Source: an optimization exercise on an open RTL-to-GDS flow (aim: small area, a short achievable clock period and few clock cycles per item). Production flows keep margins and buffers that such runs may drop.
Where RTL was checked, it was by simulation tests only, not by an equivalence proof against the original.
No activity file was given, so power comes from the tool's default toggle rates.

==> flow/design.v (excerpt) <==
module mosaic_scroll_pixel_remap_core (
    input  logic                 clk,
    input  logic                 rst_n,
    input  logic                 start,
    output logic                 busy,
    input  logic                 req_type,
    input  logic [8:0]           dest_x,
    input  logic [7:0]           dest_y,
    input  logic [4:0]           tile_size,
    input  logic [9:0]           cur_scroll_x,
    input  logic [9:0]           snap_scroll_x,
    input  logic [9:0]           cur_scroll_y,
    input  logic [9:0]           snap_scroll_y,
    input  logic                 track_scroll,
    input  logic [31:0]          pixel_in,
    output logic                 done,
    output logic                 write_enable,
    output logic [8:0]           source_x,
    output logic [7:0]           source_y,
    output logic [31:0]          pixel_out,
    input  logic                 cfg_we,
    input  logic [2:0]           cfg_index,
    input  logic [9:0]           cfg_data
);
    logic [8:0] wm1_reg;
    logic [7:0] hm1_reg;
    logic [8:0] m_reg;
    logic [3:0] num_reg;
    logic [3:0] dm1_reg;
    logic       ext_reg;
    logic       keep_reg;    
    logic [6:0] bc_reg;      
    logic       keep_n;
    logic       keep_d;
    assign keep_n = (dm1_reg == 4'd15) || (cfg_data[3:0] > dm1_reg);
    assign keep_d = (cfg_data[3:0] == 4'd0) || (num_reg >= cfg_data[3:0]);
    always_ff @(posedge clk or negedge rst_n)
    begin
        if (!rst_n)
        begin
            wm1_reg  <= 9'd255;
            hm1_reg  <= 8'd223;
            m_reg    <= 9'd64;
            num_reg  <= 4'd15;
  ...
==> flow/config.mk <==
export PLATFORM = sky130hd
export DESIGN_NAME = mosaic_scroll_pixel_remap_core
export DESIGN_NICKNAME = mosaic_scroll_pixel_remap_core
export VERILOG_FILES = /design/flow/design.v
export SDC_FILE = /design/flow/constraint.sdc
export NUM_CORES = 4
export LEC_CHECK = 0
export ABC_AREA = 1
export CAP_MARGIN = 20
export CORE_MARGIN = 2
export CORE_UTILIZATION = 40
export SETUP_SLACK_MARGIN = 2.6
export SLEW_MARGIN = 20
==> flow/constraint.sdc <==
create_clock -name core_clock -period 5.5 [get_ports {clk}]
set_input_delay 1.1000 -clock core_clock [delete_from_list [all_inputs] [get_ports {clk}]]
set_output_delay 1.1000 -clock core_clock [all_outputs]
set_load 0.01 [all_outputs]
standard.sh (not shown) runs the stock make flow with config.mk's settings and CLKGATE_MAP_FILE= SYNTH_SCRIPT=/design/flow/synth_recipe.tcl, a recipe that flattens the netlist after the stock synthesis.
==> flow/flow/run.sh <==
#!/bin/bash
# The standard layout (the standard.sh, unchanged synthesis and steps),
# with two changes to how the layout is made:
#  - buffer_ports buffers every input and output port with
#    sky130_fd_sc_hd__buf_1 instead of the delay cell it picks by default;
#  - clock tree synthesis does not add dummy loads, and clusters up to 16 sinks per leaf buffer.
set -euo pipefail
export BUFFER_PORTS_ARGS="-buffer_cell sky130_fd_sc_hd__buf_1"
export CTS_ARGS="-sink_clustering_enable -repair_clock_nets -dont_use_dummy_load -sink_clustering_size 16 -sink_clustering_max_diameter 60 -buf_list {sky130_fd_sc_hd__clkbuf_8}"
bash standard.sh > standard_flow.log 2>&1
The starting point completed with no timing, DRC or antenna violations.
Change:
--- a/flow/config.mk
+++ b/flow/config.mk
@@ -12 +12 @@
-export SETUP_SLACK_MARGIN = 2.6
+export SETUP_SLACK_MARGIN = 2.4
The changed run passed the timing, DRC and antenna checks.
Routed wire length came out lower by 3.1%.
Combinational power fell by 11%.
Via count falls by 2.6%.
Cell area goes down by 4.8%.
Maximum frequency drops by 1.3%.
Register-to-register slack gets worse by 90 ps.
Clock power barely changes.
Synthesized area does not change.
Total power shrinks by 6.6%.
Sequential power hardly moves.
Function was not checked in any run of this note: the RTL went through the layout flow alone.


## job 9342
Another version of the RTL of mosaic_scroll_pixel_remap_core (not shown whole).
For scale: ~390 flip-flops, about 170 I/O pins, ~0.021 mm^2 of cells after synthesis.
export LEC_CHECK = 0
export ABC_AREA = 1
export CAP_MARGIN = 20
export CORE_MARGIN = 2
export CORE_UTILIZATION = 40
export SETUP_SLACK_MARGIN = 2.25
export SLEW_MARGIN = 20
create_clock -name core_clock -period 5.5 [get_ports {clk}]
Scripts as last shown in full above: flow/flow/run.sh
Testbench counts of job 9342, summed over its fixed seeds: cycles 13,184, items 12,800.
Input-level comparison between job 1613 and job 9342:
Settings: changing SETUP_SLACK_MARGIN from 2.25 to 2.05.
Findings:
- Every stage of the flow completed for job 1613, and the final layout passed the timing, DRC and antenna checks.
- Power, job 1613 vs job 9342: down slightly
- Job 1613 ended up with a higher final critical path time including I/O delays and setup than job 9342 did.
- [compare] base=job 9342 new=job 1613: power in sequential cells did not really move, count of clock-buffer cells in the layout went up.
Input-level comparison between job 9623 and job 1613:
Settings: SETUP_SLACK_MARGIN now 2.3, was 2.05.
==> comparison <==
Higher wire length reported by the detailed router was reported by job 9623, not job 1613.
Row smallest hold slack: job 9623 lower / job 1613 higher
Job 9623: overall track demand over capacity in global routing is 0.31 points higher than what job 1613 reported.
| post-route clock skew | job 9623 vs job 1613 | 0.017 ns higher |
met2 usage in global routing is lower on job 1613
Job 9623 ends up with higher register-to-register slack than job 1613 does.
In job 9623, the met1 capacity usage during global routing came out 0.35 points above the value in job 1613.


Another version of the RTL of mosaic_scroll_pixel_remap_core (not shown whole).
For scale: about 2600 cells after synthesis, about 390 flip-flops, about 170 I/O pins.
export LEC_CHECK = 0
export ABC_AREA = 1
export CAP_MARGIN = 20
export CELL_PAD_IN_SITES_DETAIL_PLACEMENT = 0
export CELL_PAD_IN_SITES_GLOBAL_PLACEMENT = 0
export CORE_MARGIN = 2
export CORE_UTILIZATION = 40
export SETUP_SLACK_MARGIN = 2.15
export SLEW_MARGIN = 20
create_clock -name core_clock -period 5.5 [get_ports {clk}]
Scripts as last shown in full above: flow/flow/run.sh
The baseline went through all stages and came out clean.
Testbench counts at the start, summed over its fixed seeds: cycles 13,184, items 12,800.
==> next run, changes <==
Settings changed: CELL_PAD_IN_SITES_DETAIL_PLACEMENT 0 to unset, CELL_PAD_IN_SITES_GLOBAL_PLACEMENT 0 to unset, PLACE_DENSITY set to 0.75.
Outcome: Cell count hardly moves. Clock skew falls by 0.012 ns. Power decreases by 1.4%. Worst hold slack stays flat. Cell area stays flat. Sequential share of layout area hardly moves. Register-to-register slack improves by 0.02 ns. Global-route usage fell by 1.0 points. Combinational power goes down by about 2%. Utilization is about the same.
==> next run, changes <==
Settings changed: PLACE_DENSITY 0.75 to unset.
After rerunning:
- wire length goes up by 5.8%
- design area stays flat
- utilization hardly moves
- die area is unchanged
- hold slack hardly moves
- count of clock-buffer cells in the layout stays the same
- register-to-register slack degrades by 0.02 ns
- fmax goes down by 0.51%
- power goes up by 1.4%


Setup of job 102:
Another version of the RTL of mosaic_scroll_pixel_remap_core (not shown whole).
Size in the first run: about 2500 cells after synthesis, roughly 170 I/O pins.
Settings: LEC_CHECK=0, ABC_AREA=1, CAP_MARGIN=20, CORE_MARGIN=2, CORE_UTILIZATION=40, SETUP_SLACK_MARGIN=2.0, SLEW_MARGIN=20; clock period 5.5 ns.
run.sh (not shown) runs the stock make flow with config.mk's settings and CLKGATE_MAP_FILE= SYNTH_SCRIPT=/design/flow/synth_recipe.tcl, a recipe that flattens the netlist after the stock synthesis.
Stock flow here: none of the scripts above is used.
Job 102 closes out successfully: all stages finished, all timing, DRC and antenna checks passed.
Relative to job 102, the following input files were edited for job 104:
==> flow/flow/run.sh (new file) <==
#!/bin/bash
# The standard layout (the standard.sh, unchanged synthesis and steps),
# except that buffer_ports uses sky130_fd_sc_hd__buf_1 for the port buffers
# instead of the delay cell it picks by default. Every port is still buffered.
set -euo pipefail
export BUFFER_PORTS_ARGS="-buffer_cell sky130_fd_sc_hd__buf_1"
bash standard.sh > standard_flow.log 2>&1
==> flow/standard.sh (new file) <==
#!/bin/bash
# synth_recipe.tcl (not shown) runs the flow's synth.tcl, then flattens the netlist and writes it again
# the make line also repeats each setting of config.mk as NAME=value (left out here)
make -C /OpenROAD-flow-scripts/flow DESIGN_CONFIG=/design/flow/config.mk WORK_HOME=/design/flow/orfs CLKGATE_MAP_FILE= SYNTH_SCRIPT=/design/flow/synth_recipe.tcl "${@:-finish}"
-- flow/config.mk --
<<< job 102, line 10
export CORE_MARGIN = 2
export CORE_UTILIZATION = 40
export SETUP_SLACK_MARGIN = 2.0
export SLEW_MARGIN = 20
>>> job 104, line 10
export CORE_MARGIN = 2
export CORE_UTILIZATION = 40
export CTS_BUF_LIST = sky130_fd_sc_hd__clkbuf_4 sky130_fd_sc_hd__clkbuf_8
export SETUP_SLACK_MARGIN = 2.0
export SLEW_MARGIN = 20
removed: flow/run.sh
==> summary.txt <==
Final area, job 104 vs job 102: down by a few percent. Relative contribution of the clock network to total power (higher): job 104. Between job 104 and job 102, the required time reported for the critical path endpoint is higher for job 104. Between job 104 and job 102, the synthesized cell count does not differ in any meaningful way. Cell with the largest stage delay on the worst path: fa_1 -> job 102, dfstp_2 -> job 104. Looking at global routing usage on met3, job 104 sits 1.4 points higher than job 102 does.
Function was not checked in any run of this note: the RTL went through the layout flow alone.


Setup of harbor:
mosaic_scroll_pixel_remap_core, a different RTL version from the one above (not shown whole).
For scale: ~430 flip-flops, roughly 170 I/O pins, about 0.022 mm² of cells after synthesis.
Settings: LEC_CHECK=0, ABC_AREA=1, CAP_MARGIN=20, CORE_MARGIN=2, CORE_UTILIZATION=40, SETUP_SLACK_MARGIN=2.3, SLEW_MARGIN=20; clock period 5.5 ns.
standard.sh (not shown) runs the stock make flow with config.mk's settings and CLKGATE_MAP_FILE= SYNTH_SCRIPT=/design/flow/synth_recipe.tcl, a recipe that flattens the netlist after the stock synthesis.
==> flow/flow/run.sh <==
#!/bin/bash
# The standard layout (the standard.sh, unchanged synthesis and steps),
# with two changes to how the layout is made:
#  - buffer_ports buffers every input and output port with
#    sky130_fd_sc_hd__buf_1 instead of the delay cell it picks by default;
#  - clock tree synthesis does not add dummy loads.
set -euo pipefail
export BUFFER_PORTS_ARGS="-buffer_cell sky130_fd_sc_hd__buf_1"
export CTS_ARGS="-sink_clustering_enable -repair_clock_nets -dont_use_dummy_load -buf_list {sky130_fd_sc_hd__clkbuf_4 sky130_fd_sc_hd__clkbuf_8}"
bash standard.sh > standard_flow.log 2>&1
harbor reached the final stage; the timing, DRC and antenna checks on its layout passed.
Testbench counts of harbor, summed over its fixed seeds: cycles 13,184, items 12,800.
### harbor -> raven
Settings: changing CORE_UTILIZATION from 40 to 60; setting CTS_BUF_LIST to sky130_fd_sc_hd__clkbuf_4 sky130_fd_sc_hd__clkbuf_8 for the first time.
==> flow/flow/run.sh <==
#!/bin/bash
# The standard layout (the standard.sh, unchanged synthesis and steps),
# except that buffer_ports uses sky130_fd_sc_hd__buf_1 for the port buffers
# instead of the delay cell it picks by default. Every port is still buffered.
set -euo pipefail
export BUFFER_PORTS_ARGS="-buffer_cell sky130_fd_sc_hd__buf_1"
bash standard.sh > standard_flow.log 2>&1
[summary]
raven against harbor: combinational share of power dropped 1.6 points, area fraction of clock buffers and clock inverters climbed 1.8 points, area overhead of the layout relative to synthesis climbed 0.69 points.
The higher post-placement worst setup slack came out of raven.
What raven reported for floorplan die height has to be multiplied by 1.2 to get the figure for harbor.
raven ended up with p1_1[10]$_DFF_P_ as its destination of the critical timing path; harbor ended up with p2_1[11]$_DFF_P_.
Row design area: raven higher / harbor lower
raven: transition at the pin with the smallest max-transition slack lower than harbor
| setup slack | lower: harbor |
Summary — all-layer global routing usage, raven relative to harbor: higher, by 7.5 points.


Starting RTL as in the previous note.
==> flow/config.mk <==
export PLATFORM = sky130hd
export DESIGN_NAME = mosaic_scroll_pixel_remap_core
export DESIGN_NICKNAME = mosaic_scroll_pixel_remap_core
export VERILOG_FILES = /design/flow/design.v
export SDC_FILE = /design/flow/constraint.sdc
export NUM_CORES = 4
export LEC_CHECK = 0
export ABC_AREA = 1
export CAP_MARGIN = 20
export CORE_MARGIN = 2
export CORE_UTILIZATION = 40
export SETUP_SLACK_MARGIN = 2.3
export SLEW_MARGIN = 20
==> flow/constraint.sdc <==
create_clock -name core_clock -period 5.5 [get_ports {clk}]
set_input_delay 1.1000 -clock core_clock [delete_from_list [all_inputs] [get_ports {clk}]]
set_output_delay 1.1000 -clock core_clock [all_outputs]
set_load 0.01 [all_outputs]
==> flow/flow/run.sh <==
#!/bin/bash
# The standard layout (the standard.sh, unchanged synthesis and steps),
# with two changes to how the layout is made:
#  - buffer_ports buffers every input and output port with
#    sky130_fd_sc_hd__buf_1 instead of the delay cell it picks by default;
#  - clock tree synthesis does not add dummy loads, and clusters up to 16 sinks per leaf buffer.
set -euo pipefail
export BUFFER_PORTS_ARGS="-buffer_cell sky130_fd_sc_hd__buf_1"
export CTS_ARGS="-sink_clustering_enable -repair_clock_nets -dont_use_dummy_load -sink_clustering_size 16 -sink_clustering_max_diameter 60 -buf_list {sky130_fd_sc_hd__clkbuf_8}"
bash standard.sh > standard_flow.log 2>&1
Testbench counts at the start, summed over its fixed seeds: cycles 13,184, items 12,800.
Rerun with:
==> flow/flow/run.sh (replaced) <==
#!/bin/bash
# The standard layout (the standard.sh, unchanged synthesis and steps),
# except that buffer_ports uses sky130_fd_sc_hd__buf_1 for the port buffers
# instead of the delay cell it picks by default. Every port is still buffered.
set -euo pipefail
export BUFFER_PORTS_ARGS="-buffer_cell sky130_fd_sc_hd__buf_1"
bash standard.sh > standard_flow.log 2>&1
CTS_BUF_LIST = sky130_fd_sc_hd__clkbuf_4 sky130_fd_sc_hd__clkbuf_8   (was not set)
SETUP_SLACK_MARGIN = 2.6   (was 2.3)
After rerunning: Worst setup slack gets better by 22 ps. Via count climbs by 5.1%. Power climbs by 20%. Utilization increases by 4.7 points. Design area grows by 10%. Critical path depth came out higher by 2. Non-clock buffer count went up by 63.
Rerun with:
SETUP_SLACK_MARGIN = 2.3   (was 2.6)
Effect:
- The changed run completed without violations
- non-clock buffer count goes down by 71
- final cell count goes down by 2.1%
- combinational power went down by 16%
- area after synthesis is unchanged
- design area came out lower by 5.9%
- synthesized cell count is unchanged
- die area is unchanged
Rerun with:
==> flow/flow/run.sh (replaced) <==
#!/bin/bash
# The standard layout (the standard.sh, unchanged synthesis and steps),
# with two changes to how the layout is made:
#  - buffer_ports buffers every input and output port with
#    sky130_fd_sc_hd__buf_1 instead of the delay cell it picks by default;
#  - clock tree synthesis does not add dummy loads, and clusters up to 16 sinks per leaf buffer.
set -euo pipefail
export BUFFER_PORTS_ARGS="-buffer_cell sky130_fd_sc_hd__buf_1"
export CTS_ARGS="-sink_clustering_enable -repair_clock_nets -dont_use_dummy_load -sink_clustering_size 16 -sink_clustering_max_diameter 60 -buf_list {sky130_fd_sc_hd__clkbuf_8}"
bash standard.sh > standard_flow.log 2>&1
CORE_UTILIZATION = 50   (was 40)
CTS_BUF_LIST = not set   (was sky130_fd_sc_hd__clkbuf_4 sky130_fd_sc_hd__clkbuf_8)
SETUP_SLACK_MARGIN = 2.15   (was 2.3)
After rerunning:
- The changed run completed with no timing, DRC or antenna violations
- area after synthesis stays the same
- via count went down by 2.7%
- worst setup slack got worse by 57 ps
- critical path depth is unchanged
- cell area went down by 5.9%
- hold slack improved by 5.0 ps
- clock skew went down by 7.1 ps
- die area went down by 20%
- final cell count went down by 5.9%
Rerun with:
--- a/flow/flow/run.sh
+++ b/flow/flow/run.sh
@@ -5,3 +5,4 @@
 #    sky130_fd_sc_hd__buf_1 instead of the delay cell it picks by default;
-#  - clock tree synthesis does not add dummy loads, and clusters up to 16 sinks per leaf buffer.
+#  - clock tree synthesis does not add dummy loads, and clusters up to 16 sinks per leaf buffer;
+#  - after global routing, cells off the critical paths are downsized (RECOVER_POWER).
 set -euo pipefail
@@ -9,2 +10,3 @@
 export CTS_ARGS="-sink_clustering_enable -repair_clock_nets -dont_use_dummy_load -sink_clustering_size 16 -sink_clustering_max_diameter 60 -buf_list {sky130_fd_sc_hd__clkbuf_8}"
+export RECOVER_POWER=100
 bash standard.sh > standard_flow.log 2>&1
CORE_UTILIZATION = 40   (was 50)
With this change the flow ran to the end with violations: capacitance limit, slew limit.
Sequential power stays flat.
First-iteration DRC count rose by 3.0%.
Global-route usage is lower by 3.8 points.
Wire length increases by 3.5%.

[port drivers added, routing unchanged]
How much do the figures lean on ideal ports? The routed layouts below were timed once more, with nothing changed but the port constraints.
Step 1 assumes that a clkbuf_16 drives the clock port and a buf_2 every other input.
Step 2, shift: input delay + t, output delay - t, t = (earliest + latest rising clock arrival at the registers) / 2. This alone moves slack from input paths to output paths.
a / b / c = ideal / step 1 / step 2; a / b = the first two.
run | t, ns | slack for setup (ns) | worst hold slack (ns) | worst setup path after step 2 | pins driven straight from the clock port
the first run of note 1 | 0.657 | 2.502 / 2.523 / 1.866 | 0.275 / 0.275 / 0.275 | input to register | 1
the second run of note 1 | 0.651 | 2.463 / 2.463 / 1.934 | 0.294 / 0.294 / 0.294 | input to register | 1
job 9342 | 0.631 | 2.299 / 2.299 / 1.752 | 0.299 / 0.299 / 0.299 | input to register | 1
job 1613 | 0.645 | 2.185 / 2.185 / 1.682 | 0.304 / 0.304 / 0.304 | input to register | 1
job 9623 | 0.643 | 2.263 / 2.263 / 1.730 | 0.296 / 0.296 / 0.296 | input to register | 1
the first run of note 3 | 0.631 | 2.346 / 2.346 / 1.794 | 0.296 / 0.296 / 0.296 | input to register | 1
the second run of note 3 | 0.599 | 2.362 / 2.362 / 1.791 | 0.295 / 0.295 / 0.295 | input to register | 1
the third run of note 3 | 0.631 | 2.346 / 2.346 / 1.794 | 0.296 / 0.296 / 0.296 | input to register | 1
job 102 | 0.616 | 1.968 / 1.994 / 1.378 | 0.306 / 0.306 / 0.306 | input to register | 1
job 104 | 0.663 | 2.033 / 2.033 / 1.664 | 0.313 / 0.313 / 0.313 | input to register | 1
harbor | 0.639 | 2.332 / 2.343 / 1.719 | 0.308 / 0.308 / 0.308 | input to register | 1
raven | 0.624 | 2.337 / 2.337 / 1.780 | 0.315 / 0.315 / 0.315 | input to register | 1
the first run of note 6 | 0.627 | 2.315 / 2.315 / 1.749 | 0.296 / 0.296 / 0.296 | input to register | 1
the second run of note 6 | 0.670 | 2.337 / 2.337 / 1.745 | 0.320 / 0.320 / 0.320 | input to register | 1
the third run of note 6 | 0.664 | 2.293 / 2.293 / 1.718 | 0.319 / 0.319 / 0.319 | input to register | 1
the fourth run of note 6 | 0.605 | 2.236 / 2.236 / 1.707 | 0.324 / 0.324 / 0.324 | input to register | 1
the fifth run of note 6 | 0.641 | 1.478 / 1.478 / 1.471 | 0.280 / 0.280 / 0.280 | input, reset recovery | 1
For the first run of note 1, which loses most, drivers alone change the setup slack by +0.021 ns; drivers and shift together by -0.636 ns. Setup slack includes reset recovery checks.
